Background: an optimization exercise with open tools, aiming at small area. Do not read the settings as production practice.
Function was checked by simulation only, so behaviour that the tests miss may differ from the original.
Power is estimated from default activity; no workload was simulated.

==> flow/design.v (excerpt) <==
module param_stack #(
    parameter int WIDTH = 8,
    parameter int DEPTH = 256
) (
    input  logic                        clk,
    input  logic                        rst_n,
    input  logic                        push,
    input  logic                        pop,
    input  logic [WIDTH-1:0]            push_data,
    input  logic                        dup,
    input  logic                        swap,
    input  logic                        err_clr,
    output logic [WIDTH-1:0]            top,
    output logic [WIDTH-1:0]            pop_data,
    output logic                        pop_valid,
    output logic [$clog2(DEPTH+1)-1:0]  count,
    output logic                        full,
    output logic                        empty,
    output logic                        overflow,
    output logic                        underflow
);
==> module stack_ram, before the edit <==
module stack_ram #(
    parameter int WIDTH = 8,
    parameter int WORDS = 255
) (
    input  logic             clk,
    input  logic             dn,        
    input  logic             up,        
    input  logic [WIDTH-1:0] in0_q,     
    input  logic [WIDTH-1:0] in1_q,     
    output logic [WIDTH-1:0] w0_q,      
    output logic [WIDTH-1:0] w1_q       
);
    wire [WORDS-1:0][WIDTH-1:0] mem_q;
    for (genvar i = 0; i < WORDS; i++) begin : g_w
        wire [WIDTH-1:0] above, below;
        if (i == 0) begin : g_a0
            assign above = in0_q;
        end else if (i == 1) begin : g_a1
            assign above = in1_q;
        end else begin : g_an
            assign above = mem_q[i-1];
        end
        if (i == WORDS-1) begin : g_bl
            assign below = mem_q[i];
        end else begin : g_bn
            assign below = mem_q[i+1];
        end
        stack_word #(.WIDTH(WIDTH)) u_word (
            .clk   (clk),
            .dn    (dn),
            .up    (up),
            .above (above),
            .below (below),
            .q     (mem_q[i])
        );
    end
    assign w0_q = mem_q[0];
    assign w1_q = mem_q[1];
endmodule
==> module param_stack, before the edit <==
module param_stack #(
    parameter int WIDTH = 8,
    parameter int DEPTH = 256
) (
    input  logic                        clk,
    input  logic                        rst_n,
    input  logic                        push,
    input  logic                        pop,
    input  logic [WIDTH-1:0]            push_data,
    input  logic                        dup,
    input  logic                        swap,
    input  logic                        err_clr,
    output logic [WIDTH-1:0]            top,
    output logic [WIDTH-1:0]            pop_data,
    output logic                        pop_valid,
    output logic [$clog2(DEPTH+1)-1:0]  count,
    output logic                        full,
    output logic                        empty,
    output logic                        overflow,
    output logic                        underflow
);
    localparam int CNT_W = stack_pkg::cnt_width(DEPTH);
    localparam int WORDS = DEPTH - 1;
    logic [CNT_W-1:0] count_q;
    logic [WIDTH-1:0] top_q;
    logic [WIDTH-1:0] sec_q;
    logic [WIDTH-1:0] pop_data_q;
    logic             pop_valid_q;
    logic             overflow_q;
    logic             underflow_q;
    logic             ofs_q;
    logic             is_full, is_empty, is_one, lt2;
    logic             op_repl, op_push, op_pop, op_dup, op_swap;
    logic             grow, shrink, do_swap, inc, ovf_set, unf_set, pop_ok;
    logic             dn, up;
    logic [WIDTH-1:0] w0_q, w1_q, third;
    assign is_full  = count_q[CNT_W-1];
    assign is_empty = (count_q == '0);
    assign lt2      = (count_q[CNT_W-1:1] == '0);
    assign is_one   = lt2 & count_q[0];
    assign op_repl = push & pop;
    assign op_push = push & ~pop;
    assign op_pop  = pop & ~push;
    assign op_dup  = ~push & ~pop & dup;
    assign op_swap = ~push & ~pop & ~dup & swap;
    assign pop_ok  = pop & ~is_empty;                         
    assign grow    = (op_push | (op_dup & ~is_empty)) & ~is_full;
    assign shrink  = op_pop & ~is_empty;
    assign do_swap = op_swap & ~lt2;
    assign inc     = (op_repl & is_empty) | grow;
    assign ovf_set = (op_push | (op_dup & ~is_empty)) & is_full;
    assign unf_set = ((op_pop | op_dup) & is_empty) | (op_swap & lt2);
    assign dn = grow | (~shrink & ~ofs_q);
    assign up = ~dn;
    assign third   = ofs_q ? ~w1_q : w0_q;
    stack_ram #(
        .WIDTH (WIDTH),
        .WORDS (WORDS)
    ) u_ram (
        .clk   (clk),
        .dn    (dn),
        .up    (up),
        .in0_q (~sec_q),
        .in1_q ((grow & ofs_q) ? sec_q : w0_q),
        .w0_q  (w0_q),
        .w1_q  (w1_q)
    );
    always_ff @(posedge clk) begin
        if (grow | do_swap) sec_q <= top_q;
        else if (shrink)    sec_q <= third;
    end
    always_ff @(posedge clk or negedge rst_n) begin
        if (!rst_n) begin
            count_q     <= '0;
            top_q       <= '0;
            pop_data_q  <= '0;
            pop_valid_q <= 1'b0;
            overflow_q  <= 1'b0;
            underflow_q <= 1'b0;
            ofs_q       <= 1'b0;
        end else begin
            if (~(grow | shrink)) ofs_q <= ~ofs_q;
            if (inc)         count_q <= count_q + CNT_W'(1);
            else if (shrink) count_q <= count_q - CNT_W'(1);
            if (push & (pop | ~is_full))  top_q <= push_data;
            else if (shrink | do_swap)    top_q <= is_one ? '0 : sec_q;
            if (pop_ok)    pop_data_q <= top_q;
            pop_valid_q <= pop_ok;
            overflow_q  <= ovf_set | (overflow_q  & ~err_clr);
            underflow_q <= unf_set | (underflow_q & ~err_clr);
        end
    end
    assign top       = top_q;
    assign pop_data  = pop_data_q;
    assign pop_valid = pop_valid_q;
    assign count     = count_q;
    assign full      = is_full;
    assign empty     = is_empty;
    assign overflow  = overflow_q;
    assign underflow = underflow_q;
endmodule
clock: 10.0 ns
lec_check: 0
cap_margin: 20
cell_pad_in_sites_detail_placement: 0
cell_pad_in_sites_global_placement: 1
core_margin: 2
core_utilization: 55
cts_buf_list: sky130_fd_sc_hd__clkbuf_4 sky130_fd_sc_hd__clkbuf_8
cts_cluster_diameter: 80
cts_cluster_size: 14
place_density: 0.65
slew_margin: 20
synth_hierarchical: 1
run.sh (not shown) runs the stock make flow with config.mk's settings and CLKGATE_MAP_FILE= SYNTH_SCRIPT=/design/flow/synth_recipe.tcl, a recipe that flattens the netlist after the stock synthesis.
Change:
--- a/flow/design.v
+++ b/flow/design.v
@@ -18,27 +18,14 @@
     output logic [WIDTH-1:0] w0_q,      
     output logic [WIDTH-1:0] w1_q       
 );
-    wire [WORDS-1:0][WIDTH-1:0] mem_q;
+    logic [WORDS-1:0][WIDTH-1:0] mem_q;
     for (genvar i = 0; i < WORDS; i++) begin : g_w
-        wire [WIDTH-1:0] above, below;
-        if (i == 0) begin : g_a0
-            assign above = in0_q;
-        end else if (i == 1) begin : g_a1
-            assign above = in1_q;
-        end else begin : g_an
-            assign above = mem_q[i-1];
-        end
-        if (i == WORDS-1) begin : g_bl
-            assign below = mem_q[i];
-        end else begin : g_bn
-            assign below = mem_q[i+1];
-        end
         stack_word #(.WIDTH(WIDTH)) u_word (
             .clk   (clk),
             .dn    (dn),
             .up    (up),
-            .above (above),
-            .below (below),
+            .above (i == 0 ? in0_q : i == 1 ? in1_q : mem_q[i == 0 ? 0 : i-1]),
+            .below (mem_q[i == WORDS-1 ? i : i+1]),
             .q     (mem_q[i])
         );
     end
@@ -99,12 +86,13 @@
     logic             pop_valid_q;
     logic             overflow_q;
     logic             underflow_q;
+    logic             phase_q;
     logic             ofs_q;
     logic             is_full, is_empty, is_one, lt2;
     logic             op_repl, op_push, op_pop, op_dup, op_swap;
     logic             grow, shrink, do_swap, inc, ovf_set, unf_set, pop_ok;
     logic             dn, up;
-    logic [WIDTH-1:0] w0_q, w1_q, third;
+    logic [WIDTH-1:0] sec_enc, w0_q, w1_q, third;
     assign is_full  = count_q[CNT_W-1];
     assign is_empty = (count_q == '0);
     assign lt2      = (count_q[CNT_W-1:1] == '0);
@@ -123,7 +111,8 @@
     assign unf_set = ((op_pop | op_dup) & is_empty) | (op_swap & lt2);
     assign dn = grow | (~shrink & ~ofs_q);
     assign up = ~dn;
-    assign third   = ofs_q ? ~w1_q : w0_q;
+    assign sec_enc = sec_q ^ {WIDTH{phase_q}};
+    assign third   = (ofs_q ? w1_q : w0_q) ^ {WIDTH{phase_q}};
     stack_ram #(
         .WIDTH (WIDTH),
         .WORDS (WORDS)
@@ -131,8 +120,8 @@
         .clk   (clk),
         .dn    (dn),
         .up    (up),
-        .in0_q (~sec_q),
-        .in1_q ((grow & ofs_q) ? sec_q : w0_q),
+        .in0_q (sec_enc),
+        .in1_q ((grow & ofs_q) ? sec_enc : w0_q),
         .w0_q  (w0_q),
         .w1_q  (w1_q)
     );
@@ -148,8 +137,10 @@
             pop_valid_q <= 1'b0;
             overflow_q  <= 1'b0;
             underflow_q <= 1'b0;
+            phase_q     <= 1'b0;
             ofs_q       <= 1'b0;
         end else begin
+            phase_q <= ~phase_q;
             if (~(grow | shrink)) ofs_q <= ~ofs_q;
             if (inc)         count_q <= count_q + CNT_W'(1);
             else if (shrink) count_q <= count_q - CNT_W'(1);
=> Maximum frequency went down by about 2.7%; clock power went up by about 1%; sequential power stays flat; critical path depth went down by 4; non-clock buffer count went down by 2; cell area is about the same; die area hardly moves; wire length went down by about 0.6%; via count stays flat; utilization stays flat; hold slack is worse by 0.0051 ns.

-- port drivers added, routing unchanged --
No port has a modelled driver above. Below, the same layouts with a new extraction and two added sets of constraints.
Step 1 assumes that a clkbuf_16 drives the clock port and a buf_2 every other input.
Step 2 moves the port delays by t, midway between the first and last clock arrival at a register: inputs arrive t later, outputs are due t later. That takes back most of the time a late clock gives input paths.
a / b / c = ideal / step 1 / step 2; a / b = the first two.
run | shift t [ns] | setup slack, ns | worst setup path at the end | worst register clock-pin slew, ns
the first run | 0.883 | 4.870 / 4.901 / 4.018 | input to register | 0.11 / 0.11
the second run | 0.887 | 4.726 / 4.665 / 4.290 | input to register | 0.11 / 0.11
After both steps setup and hold are still met in every run listed. The setup slack of the first run, which loses most, moves by +0.031 ns with the drivers and by -0.852 ns with both steps.
